From an optimization exercise on the open Yosys and OpenROAD flow, aimed at small area, a short achievable clock period and few clock cycles; shortcuts taken in it are not production practice.
Where RTL was checked, it was by simulation tests only, not by an equivalence proof against the original.
Power figures rest on the tool's default switching activity, not on a simulated workload.

12-26:
Design subarray_sum_search, start of the top module:
module subarray_sum_search #(
    parameter int MAX_LEN = ssum_pkg::MAX_LEN_DEF
) (
    input  logic                                clk,
    input  logic                                rst_n,
    input  logic                                start,
    output logic                                busy,
    input  logic signed [ssum_pkg::DATA_W-1:0]  item_value,
    input  logic                                item_last,
    input  logic                                cfg_we,
    input  logic signed [ssum_pkg::DATA_W-1:0]  cfg_data,
    output logic                                done,
    output logic                                result_found,
    output logic                                result_too_long
);
    logic slot_live_next;
    logic take;
    logic first;
    logic kept;
    logic ins;
    logic tl;
    ssum_ctrl #(
        .MAX_LEN (MAX_LEN)
    ) u_ctrl (
        .clk            (clk),
        .rst_n          (rst_n),
        .start          (start),
        .item_last      (item_last),
        .slot_live_next (slot_live_next),
        .busy           (busy),
        .take           (take),
        .first          (first),
        .kept           (kept),
        .ins            (ins),
        .tl             (tl)
    );
    ssum_dp #(
        .MAX_LEN (MAX_LEN)
    ) u_dp (
        .clk            (clk),
        .rst_n          (rst_n),
        .cfg_we         (cfg_we),
        .cfg_data       (cfg_data),
        .take           (take),
        .item_value     (item_value),
        .item_last      (item_last),
  ...
Size in the first run: about 73 I/O pins, ~0.088 sq mm of cells after synthesis.
Settings: LEC_CHECK=0, CAP_MARGIN=20, CORE_MARGIN=2, CORE_UTILIZATION=75, CTS_CLUSTER_DIAMETER=60, CTS_CLUSTER_SIZE=30, PLACE_DENSITY=0.85, SETUP_SLACK_MARGIN=3.0, SLEW_MARGIN=20; clock period 5.5 ns.
standard.sh (not shown) runs the stock make flow with config.mk's settings and CLKGATE_MAP_FILE= SYNTH_SCRIPT=/design/flow/synth_recipe.tcl, a recipe that flattens the netlist after the stock synthesis.
==> flow/flow/run.sh <==
#!/bin/bash
set -euo pipefail
bash standard.sh \
  "CTS_ARGS=-sink_clustering_enable -repair_clock_nets -sink_clustering_size 30 -sink_clustering_max_diameter 60 -dont_use_dummy_load" \
  finish > standard.log 2>&1
12-26: full flow OK, the timing, design-rule and antenna checks passed
Testbench counts of 12-26, summed over its fixed seeds: cycles 22,905.
Input changes introduced in 03-10 (baseline for comparison: 12-26):
Settings: swapping 0.85 for 0.7 in PLACE_DENSITY; swapping 75 for 60 in CORE_UTILIZATION.
==> flow/run.sh (new file) <==
#!/bin/bash
# synth_recipe.tcl (not shown) runs the flow's synth.tcl, then flattens the netlist and writes it again
# the make line also repeats each setting of config.mk as NAME=value (left out here)
make -C /OpenROAD-flow-scripts/flow DESIGN_CONFIG=/design/flow/config.mk WORK_HOME=/design/flow/orfs CLKGATE_MAP_FILE= SYNTH_SCRIPT=/design/flow/synth_recipe.tcl finish
removed: flow/flow/run.sh
removed: flow/standard.sh
[summary]
Between 12-26 and 03-10, the area overhead of the layout relative to synthesis is lower for 12-26. Worst hold slack (lower): 12-26. 03-10 -> 12-26: post-CTS clock slew at the launch and capture registers of the worst setup and hold paths flat. Changes observed in 03-10 relative to 12-26: part of the cycle the worst path needs fell 0.88 points, switching share of power essentially unchanged. Number of iterations in the first detailed-routing pass on 03-10 is down relative to 12-26. Measured against 12-26, the wire length the detailed router placed on met1 of 03-10 comes out at 1.13 times the reference value. Comparing 12-26 and 03-10, the higher cell area after placement was measured on 03-10. | cell area | 03-10 vs 12-26 | about 2.5% higher |. The routability congestion estimate of 03-10 falls short of that of 12-26 by 0.051. For cell count, dividing the value from 12-26 by the value from 03-10 gives 0.943.

---

run 1:
subarray_sum_search again, from the RTL that the note above started with.
Settings: LEC_CHECK=0, CAP_MARGIN=20, CORE_MARGIN=2, CORE_UTILIZATION=60, CTS_CLUSTER_DIAMETER=60, CTS_CLUSTER_SIZE=30, PLACE_DENSITY=0.7, SETUP_SLACK_MARGIN=3.0, SLEW_MARGIN=20; clock period 5.5 ns.
==> flow/flow/run.sh <==
#!/bin/bash
set -euo pipefail
bash standard.sh \
  "CTS_ARGS=-sink_clustering_enable -repair_clock_nets -sink_clustering_size 30 -sink_clustering_max_diameter 60 -dont_use_dummy_load" \
  finish > standard.log 2>&1
Run 1 closes out successfully: all stages finished, all timing, DRC and antenna checks passed.
Testbench counts of run 1, summed over its fixed seeds: cycles 22,905.
For run 2, these inputs were changed with respect to run 1:
- CORE_UTILIZATION changed from 60 to 70
- SETUP_SLACK_MARGIN changed from 3.0 to 2.8
- PLACE_DENSITY changed from 0.7 to 0.8
Notes after the runs:
- Going from run 1 to run 2, floorplan die height shrank by a little under 10%.
- Worst hold path class: in2async -> run 2, reg2reg -> run 1
- Per the comparison of run 2 with run 1, final worst-path cycle share has increased; xor/xnor cell area share of the yosys netlist has remained practically unchanged; wire length of the first global-routing pass has decreased; transition time at the pin with the least slew margin has increased.
Setup changes, run 2 to run 3
- a change of SETUP_SLACK_MARGIN from 2.8 to 3.15
Notes after the runs:
The final layout from run 3, which completed every stage, passed the timing, design-rule and antenna checks at the end of the flow. As of run 3, final cell count had risen slightly compared to run 2. Delta (run 3 minus run 2): synthesis-to-finish area growth grew by 2.5 points, post-route cell area grew by about 2.3%, power spent charging and discharging nets grew by about 2.6%. [compare] base=run 2 new=run 3: critical path depth in cells moved up, final critical-path setup slack grew by 0.084 ns, detailed-routed wire length on met2 saw an increase. For run 2, the classification of the worst-slack hold path was in2async, unlike run 3, where it was reg2reg. Relative to run 2, the first-pass GRT wire length measured on run 3 has increased by a few percent.

---

== v6 ==
The RTL this note starts from:
==> flow/design.v <==
package ssum_pkg;
    localparam int DATA_W      = 32;
    localparam int MAX_LEN_DEF = 64;
    localparam int SUM_W       = DATA_W + $clog2(MAX_LEN_DEF);
endpackage
module ssum_ctrl #(
    parameter int MAX_LEN = ssum_pkg::MAX_LEN_DEF
) (
    input  logic  clk,
    input  logic  rst_n,
    input  logic  start,
    input  logic  item_last,
    input  logic  slot_live_next,   
    output logic  busy,
    output logic  take,
    output logic  first,            
    output logic  kept,             
    output logic  ins,              
    output logic  tl                
);
    localparam int RING  = MAX_LEN - 1;
    localparam int CNT_W = $clog2(MAX_LEN + 1);
    localparam int AGE_W = $clog2(RING + 1);
    logic [CNT_W-1:0] cnt_reg;     
    logic [CNT_W-1:0] cnt_next;
    logic             ovf_reg;     
    logic [AGE_W-1:0] age_reg;     
    logic [AGE_W-1:0] age_next;
    logic             full;
    assign full  = (cnt_reg == CNT_W'(MAX_LEN));
    assign take  = start && !busy;
    assign first = (cnt_reg == '0);
    assign kept  = !full;
    assign ins   = (cnt_reg < CNT_W'(RING));
    assign tl    = ovf_reg || full;
    always_comb
    begin
        cnt_next = cnt_reg;
        if (take)
        begin
            if (item_last)
            begin
                cnt_next = '0;
            end
            else if (!full)
            begin
                cnt_next = cnt_reg + CNT_W'(1);
            end
        end
        age_next = age_reg;
        if (take && first)
        begin
            age_next = AGE_W'(1);
        end
        else if (age_reg != AGE_W'(RING))
        begin
            age_next = age_reg + AGE_W'(1);
        end
    end
    always_ff @(posedge clk or negedge rst_n)
    begin
        if (!rst_n)
        begin
            cnt_reg <= '0;
            ovf_reg <= 1'b0;
            age_reg <= '0;
            busy    <= 1'b0;
        end
        else
        begin
            cnt_reg <= cnt_next;
            age_reg <= age_next;
            if (take)
            begin
                ovf_reg <= !item_last && tl;
            end
            busy <= (cnt_next != '0) && (cnt_next < CNT_W'(RING)) &&
                    (age_next == AGE_W'(RING)) && slot_live_next;
        end
    end
endmodule
module ssum_dp #(
    parameter int MAX_LEN = ssum_pkg::MAX_LEN_DEF
) (
    input  logic                               clk,
    input  logic                               rst_n,
    input  logic                               cfg_we,
    input  logic [ssum_pkg::DATA_W-1:0]        cfg_data,
    input  logic                               take,
    input  logic [ssum_pkg::DATA_W-1:0]        item_value,
    input  logic                               item_last,
    input  logic                               first,
    input  logic                               kept,
    input  logic                               ins,
    input  logic                               tl,
    output logic                               slot_live_next,
    output logic                               done,
    output logic                               found,
    output logic                               too_long
);
    localparam int DW   = ssum_pkg::DATA_W;
    localparam int SW   = ssum_pkg::SUM_W;
    localparam int RING = MAX_LEN - 1;
    logic [DW-1:0] target_reg;
    logic          b_vld;
    logic          b_last;
    logic          b_first;
    logic          b_kept;
    logic          b_ins;
    logic          b_tl;
    logic [SW-1:0] p_reg;
    logic [SW-1:0] v_reg;
    logic [SW-1:0]   ring_reg [RING];
    logic [RING-1:0] live_reg;
    logic            c_vld;
    logic            c_last;
    logic            c_first;
    logic            c_tl;
    logic            c_zero;
    logic [RING-1:0] c_hit;
    logic          found_acc;
    logic [SW-1:0]   x_ext;
    logic [SW-1:0]   t_inv;
    logic            step;
    logic            rins;
    logic            clr;
    logic            found_new;
    assign x_ext = {{(SW-DW){item_value[DW-1]}}, item_value};
    assign t_inv = ~{{(SW-DW){target_reg[DW-1]}}, target_reg};
    assign step  = take && kept;
    assign slot_live_next = live_reg[RING-3] && !clr;
    always_ff @(posedge clk or negedge rst_n)
    begin
        if (!rst_n)
        begin
            target_reg <= '0;
            b_vld      <= 1'b0;
            c_vld      <= 1'b0;
            found_acc  <= 1'b0;
            done       <= 1'b0;
        end
        else
        begin
            if (cfg_we)
            begin
                target_reg <= cfg_data;
            end
            b_vld <= take;
            c_vld <= b_vld;
            done  <= c_vld && c_last;
            if (c_vld)
            begin
                found_acc <= found_new;
            end
        end
    end
    always_ff @(posedge clk)
    begin
        b_last  <= item_last;
        b_first <= first;
        b_kept  <= kept;
        b_ins   <= ins && kept;
        b_tl    <= tl;
        if (step)
        begin
            p_reg <= (first ? '0 : p_reg) + x_ext;
            v_reg <= (first ? t_inv : v_reg) + x_ext + SW'(first);
        end
    end
    always_ff @(posedge clk)
    begin
        c_last  <= b_last;
        c_first <= b_first;
        c_tl    <= b_tl;
        c_zero  <= b_kept && (v_reg == '0);
        for (int k = 0; k < RING; k++)
        begin
            c_hit[k] <= b_kept && !b_first && live_reg[k] && (ring_reg[k] == v_reg);
        end
    end
    assign found_new = (!c_first && found_acc) || c_zero || (|c_hit);
    always_ff @(posedge clk)
    begin
        found    <= found_new;
        too_long <= c_tl;
    end
    assign rins = b_vld && b_ins;
    assign clr  = b_vld && b_first;
    always_ff @(posedge clk)
    begin
        ring_reg[0] <= rins ? p_reg : ring_reg[RING-1];
        live_reg[0] <= rins || (live_reg[RING-1] && !clr);
        for (int k = 1; k < RING; k++)
        begin
            ring_reg[k] <= ring_reg[k-1];
            live_reg[k] <= live_reg[k-1] && !clr;
        end
    end
endmodule
module subarray_sum_search #(
    parameter int MAX_LEN = ssum_pkg::MAX_LEN_DEF
) (
    input  logic                                clk,
    input  logic                                rst_n,
    input  logic                                start,
    output logic                                busy,
    input  logic signed [ssum_pkg::DATA_W-1:0]  item_value,
    input  logic                                item_last,
    input  logic                                cfg_we,
    input  logic signed [ssum_pkg::DATA_W-1:0]  cfg_data,
    output logic                                done,
    output logic                                result_found,
    output logic                                result_too_long
);
    logic slot_live_next;
    logic take;
    logic first;
    logic kept;
    logic ins;
    logic tl;
    ssum_ctrl #(
        .MAX_LEN (MAX_LEN)
    ) u_ctrl (
        .clk            (clk),
        .rst_n          (rst_n),
        .start          (start),
        .item_last      (item_last),
        .slot_live_next (slot_live_next),
        .busy           (busy),
        .take           (take),
        .first          (first),
        .kept           (kept),
        .ins            (ins),
        .tl             (tl)
    );
    ssum_dp #(
        .MAX_LEN (MAX_LEN)
    ) u_dp (
        .clk            (clk),
        .rst_n          (rst_n),
        .cfg_we         (cfg_we),
        .cfg_data       (cfg_data),
        .take           (take),
        .item_value     (item_value),
        .item_last      (item_last),
        .first          (first),
        .kept           (kept),
        .ins            (ins),
        .tl             (tl),
        .slot_live_next (slot_live_next),
        .done           (done),
        .found          (result_found),
        .too_long       (result_too_long)
    );
endmodule
Settings: LEC_CHECK=0, CAP_MARGIN=20, CORE_MARGIN=2, CORE_UTILIZATION=60, PLACE_DENSITY=0.7, SETUP_SLACK_MARGIN=3.0, SLEW_MARGIN=20; clock period 5.5 ns.
run.sh (not shown) runs the stock make flow with config.mk's settings and CLKGATE_MAP_FILE= SYNTH_SCRIPT=/design/flow/synth_recipe.tcl, a recipe that flattens the netlist after the stock synthesis.
Stock flow here: none of the scripts above is used.
What v7 does differently from v6 at the input level:
--- a/flow/config.mk
+++ b/flow/config.mk
@@ -10,3 +10,2 @@
-export CORE_UTILIZATION = 60
-export PLACE_DENSITY = 0.7
-export SETUP_SLACK_MARGIN = 3.0
+export CORE_UTILIZATION = 40
+export PLACE_DENSITY = 0.6
## What came out
In the tables for v7 and v6, share of total power consumed by net switching reads higher with v7. Against v6, v7 reports a total power that is lower. From v6 to v7 the numbers moved as follows: routed wire length rose 0.69%; worst hold slack decreased by 4.0 ps relative to the old numbers.
Function was not checked in any run of this note: the RTL went through the layout flow alone.

[re-timing with driven ports]
How much do the figures lean on ideal ports? The routed layouts below were timed once more, with nothing changed but the port constraints.
Step 1 assumes that a clkbuf_16 drives the clock port and a buf_2 every other input.
Step 2 times the ports against the registers' clock, not the clock port: input delays grow and output delays shrink by t, the midpoint of the rising clock arrivals with the driver on.
Slacks: ideal ports / drivers / drivers and shift; pairs: ideal ports / drivers.
| run | t (ns) | slack for setup (ns) | latest minus earliest clock arrival (ns) | slew at the worst register clock pin (ns) | worst data-port slew with drivers (ns) |
|---|---|---|---|---|---|
| 12-26 | 0.874 | 2.775 / 2.775 / 2.101 | 0.072 / 0.072 | 0.11 / 0.11 | 0.04 |
| 03-10 | 0.904 | 2.824 / 2.824 / 2.143 | 0.043 / 0.044 | 0.11 / 0.11 | 0.06 |
| run 1 | 0.878 | 2.819 / 2.819 / 2.179 | 0.086 / 0.086 | 0.12 / 0.12 | 0.06 |
| run 2 | 0.861 | 2.781 / 2.780 / 2.093 | 0.083 / 0.083 | 0.11 / 0.11 | 0.05 |
| run 3 | 0.889 | 2.865 / 2.865 / 2.230 | 0.078 / 0.077 | 0.11 / 0.11 | 0.06 |
| v6 | 0.963 | 1.455 / 1.455 / 0.962 | 0.055 / 0.055 | 0.07 / 0.07 | 0.06 |
| v7 | 0.989 | 0.446 / 0.446 / 0.397 | 0.071 / 0.071 | 0.07 / 0.07 | 0.05 |
After both steps setup and hold are still met in every run listed. The setup slack of run 2, which loses most, moves by -0.001 ns with the drivers and by -0.688 ns with both steps.
